Source: an optimization exercise on an open RTL-to-GDS flow (aim: small area). Production flows keep margins and buffers that such runs may drop. Where RTL was checked, it was by simulation tests only, not by an equivalence proof against the original. Power is estimated from default activity; no workload was simulated.

==> module ep_user_app, before the edit <==
module ep_user_app (
  input  wire logic                  trn_clk_c,
  input  wire logic                  rst_n,
  input  wire logic                  link_up_n,
  input  wire logic                  req,
  input  wire logic [48:0]           reg_req,    
  output logic                       ack,
  output logic [31:0]                rd_data,
  output logic                       tx_valid,
  output logic [63:0]                tx_data,
  input  wire logic                  tx_ready
);
  logic        clr;
  logic [15:0] addr;
  logic        wren;
  logic [31:0] wr_data;
  assign clr     = !rst_n || link_up_n;
  assign addr    = reg_req[48:33];
  assign wren    = reg_req[32];
  assign wr_data = reg_req[31:0];
  logic [1:0] st;
  logic       cmd_valid;
  always_ff @(posedge trn_clk_c) begin
    if (clr) begin
      st <= 2'b00;
    end else begin
      st[0] <= !st[1] && (st[0] || req);
      st[1] <= st[0] || (st[1] && req);
    end
  end
  assign cmd_valid = st[0] && !st[1];
  assign ack       = st[1] && !st[0];
  logic        ctrl_en;
  logic [31:0] scratch;
  logic        hit_ctrl, hit_scr, hit_lo, hit_hi, hit_id;
  logic [1:0]  rsel;
  logic        sel_scr, sel_id;
  assign hit_ctrl = (addr == 16'h0000);
  assign hit_scr  = (addr == 16'h0001);
  assign hit_lo   = (addr == 16'h0002);
  assign hit_hi   = (addr == 16'h0003);
  assign hit_id   = (addr == 16'h0220);
  logic [31:0] wd;
  assign wd = clr ? 32'b0 : wr_data;
  logic [31:0] scratch_n;
  always_ff @(posedge trn_clk_c) begin
    if (clr || (cmd_valid && wren && hit_ctrl)) ctrl_en <= wd[0];
    if (clr || (cmd_valid && wren && hit_scr))  scratch_n <= ~wd;
  end
  assign scratch = ~scratch_n;
  always_ff @(posedge trn_clk_c) begin
    if (cmd_valid) begin
      rsel[1] <= !wren && (hit_scr || hit_id);
      rsel[0] <= !wren && (hit_id || (hit_ctrl && ctrl_en));
    end
  end
  assign sel_scr = rsel[1] && !rsel[0];
  assign sel_id  = rsel[1] && rsel[0];
  assign rd_data = ({32{sel_scr}} & scratch)
                 | ({32{sel_id}} & 32'h8888_7777)
                 | {31'b0, rsel[0]};
  logic [63:0] head;
  logic [3:0]  level;
  logic        push;
  logic [1:0]  pat_load;
  logic        go, pop;
  logic [3:0]  addend;
  logic [63:0] sum;
  assign pat_load[0] = cmd_valid && wren && hit_lo;
  assign pat_load[1] = cmd_valid && wren && hit_hi;
  assign tx_valid = (level != 4'd0);
  assign pop      = tx_valid && tx_ready;
  assign go       = ctrl_en && !(level >= 4'(16 - 2));
  assign addend = (pat_load != 2'b00) ? (level + {3'b0, push}) : {3'b0, pop};
  logic [4:0]  lo_sum;
  logic [14:0] grp_ones;                  
  logic [15:0] below_ones;                
  logic [59:0] run_ones;                  
  assign lo_sum = {1'b0, head[3:0]} + {1'b0, addend};
  always_comb begin
    below_ones[0] = 1'b1;
    for (int k = 0; k < 15; k++) begin
      grp_ones[k]       = &head[4*k+4 +: 4];
      below_ones[k + 1] = below_ones[k] & grp_ones[k];
    end
    for (int k = 0; k < 15; k++) begin
      run_ones[4*k]     = below_ones[k];
      run_ones[4*k + 1] = below_ones[k] & head[4*k+4];
      run_ones[4*k + 2] = below_ones[k] & (&head[4*k+4 +: 2]);
      run_ones[4*k + 3] = below_ones[k] & (&head[4*k+4 +: 3]);
    end
  end
  assign sum = {head[63:4] ^ ({60{lo_sum[4]}} & run_ones), lo_sum[3:0]};
  always_ff @(posedge trn_clk_c) begin
    head[31:0]  <= (clr || pat_load[0]) ? wd : sum[31:0];
    head[63:32] <= (clr || pat_load[1]) ? wd : sum[63:32];
    if (clr) begin
      level <= '0;
      push  <= 1'b0;
    end else begin
      if (pat_load != 2'b00) begin
        level <= '0;
        push  <= 1'b0;
      end else begin
        level <= level + {3'b0, push} - {3'b0, pop};
        push  <= go;
      end
    end
  end
  assign tx_data = head;
endmodule
Settings: LEC_CHECK=0, CAP_MARGIN=10, CORE_MARGIN=2, CORE_UTILIZATION=65, CTS_BUF_LIST=sky130_fd_sc_hd__clkbuf_4 sky130_fd_sc_hd__clkbuf_8, SLEW_MARGIN=10; clock period 5.0 ns.
standard.sh (not shown) runs the stock make flow with config.mk's settings and CLKGATE_MAP_FILE= SYNTH_SCRIPT=/design/flow/synth_recipe.tcl, a recipe that flattens the netlist after the stock synthesis.
==> flow/flow/run.sh <==
#!/bin/bash
# ORFS layout through the standard.sh, with these changes:
#  - synthesis: no Kogge-Stone carry map, no full/half-adder cell map, and an
#    area-leaning ABC script (flow/abc_area.script); registers are unchanged
#  - port buffers use the smallest buffer cell
#  - clock tree synthesis without dummy loads
set -euo pipefail
W=$(pwd)
export MY_ABC_SCRIPT=$W/flow/abc_area.script
export BUFFER_PORTS_ARGS="-buffer_cell sky130_fd_sc_hd__buf_1"
bash standard.sh \
  "SYNTH_SCRIPT=$W/flow/synth.tcl" \
  "SYNTH_OPERATIONS_ARGS=-nofsm" \
  "ADDER_MAP_FILE=" \
  "BUFFER_PORTS_ARGS=$BUFFER_PORTS_ARGS" \
  "CTS_ARGS=-sink_clustering_enable -repair_clock_nets -dont_use_dummy_load -buf_list {sky130_fd_sc_hd__clkbuf_4 sky130_fd_sc_hd__clkbuf_8}" \
  finish > standard_flow.log 2>&1
==> flow/flow/abc_area.script <==
strash
&get -n
&st
&syn3
&dch -f
&nf -a -R 2000 -E 1000
&put
topo
==> flow/flow/synth.tcl <==
proc synth {args} { yosys synth -nofsm -noshare {*}$args }
proc abc {args} {
  set i [lsearch -exact $args -script]
  if {$i >= 0 && [info exists ::env(MY_ABC_SCRIPT)] && $::env(MY_ABC_SCRIPT) ne ""} {
    set args [lreplace $args [expr {$i + 1}] [expr {$i + 1}] $::env(MY_ABC_SCRIPT)]
  }
  yosys abc {*}$args
}
source $::env(SCRIPTS_DIR)/synth.tcl
# left out here: clear keep_hierarchy, flatten, clean up, hide names made inside functions, write 1_2_yosys.v
Then changed:
--- a/flow/design.v
+++ b/flow/design.v
@@ -77,22 +77,22 @@
   assign sel_id  = rsel[1] && rsel[0];
   assign rd_data = ({32{sel_scr}} & scratch)
                  | ({32{sel_id}} & 32'h8888_7777)
                  | {31'b0, rsel[0]};
   logic [63:0] head;
-  logic [3:0]  level;
+  logic [3:0]  ahead;
   logic        push;
   logic [1:0]  pat_load;
   logic        go, pop;
   logic [3:0]  addend;
   logic [63:0] sum;
   assign pat_load[0] = cmd_valid && wren && hit_lo;
   assign pat_load[1] = cmd_valid && wren && hit_hi;
-  assign tx_valid = (level != 4'd0);
+  assign tx_valid = (ahead != 4'd0) && !(ahead == 4'd1 && push);
   assign pop      = tx_valid && tx_ready;
-  assign go       = ctrl_en && !(level >= 4'(16 - 2));
-  assign addend = (pat_load != 2'b00) ? (level + {3'b0, push}) : {3'b0, pop};
+  assign go       = ctrl_en && !((ahead == 4'd15) || (ahead == 4'd14 && !push));
+  assign addend = (pat_load != 2'b00) ? ahead : {3'b0, pop};
   logic [4:0]  lo_sum;
   logic [14:0] grp_ones;                  
   logic [15:0] below_ones;                
   logic [59:0] run_ones;                  
   assign lo_sum = {1'b0, head[3:0]} + {1'b0, addend};
@@ -112,18 +112,18 @@
   assign sum = {head[63:4] ^ ({60{lo_sum[4]}} & run_ones), lo_sum[3:0]};
   always_ff @(posedge trn_clk_c) begin
     head[31:0]  <= (clr || pat_load[0]) ? wd : sum[31:0];
     head[63:32] <= (clr || pat_load[1]) ? wd : sum[63:32];
     if (clr) begin
-      level <= '0;
+      ahead <= '0;
       push  <= 1'b0;
     end else begin
       if (pat_load != 2'b00) begin
-        level <= '0;
+        ahead <= '0;
         push  <= 1'b0;
       end else begin
-        level <= level + {3'b0, push} - {3'b0, pop};
+        ahead <= ahead + {3'b0, go} - {3'b0, pop};
         push  <= go;
       end
     end
   end
   assign tx_data = head;
Effect: Synthesized area came out lower by 0.33%; worst setup slack is worse by 58 ps; power grows by 0.38%; maximum frequency drops by 1.3%; die area decreases by about 0.3%.
No functional check of the RTL was part of the first run of this note.

==> afterwards: timing with drivers on the ports <==
How much do the figures lean on ideal ports? The routed layouts below were timed once more, with nothing changed but the port constraints. Step 1 assumes that a clkbuf_16 drives the clock port and a buf_2 every other input. Step 2 moves the port delays by t, midway between the first and last clock arrival at a register: inputs arrive t later, outputs are due t later. That takes back most of the time a late clock gives input paths. Slacks: no drivers / after step 1 / after step 2; pairs: no drivers / after step 1.
| run | t (ns) | setup WS [ns] | worst setup path after step 2 | pins driven straight from the clock port |
|---|---|---|---|---|
| the first run | 0.382 | 0.491 / 0.502 / 0.121 | input to register | 1 |
| the second run | 0.385 | 0.434 / 0.444 / 0.060 | input to register | 1 |
After both steps setup and hold are still met in every run listed. For the second run, which loses most, drivers alone change the setup slack by +0.010 ns; drivers and shift together by -0.374 ns.
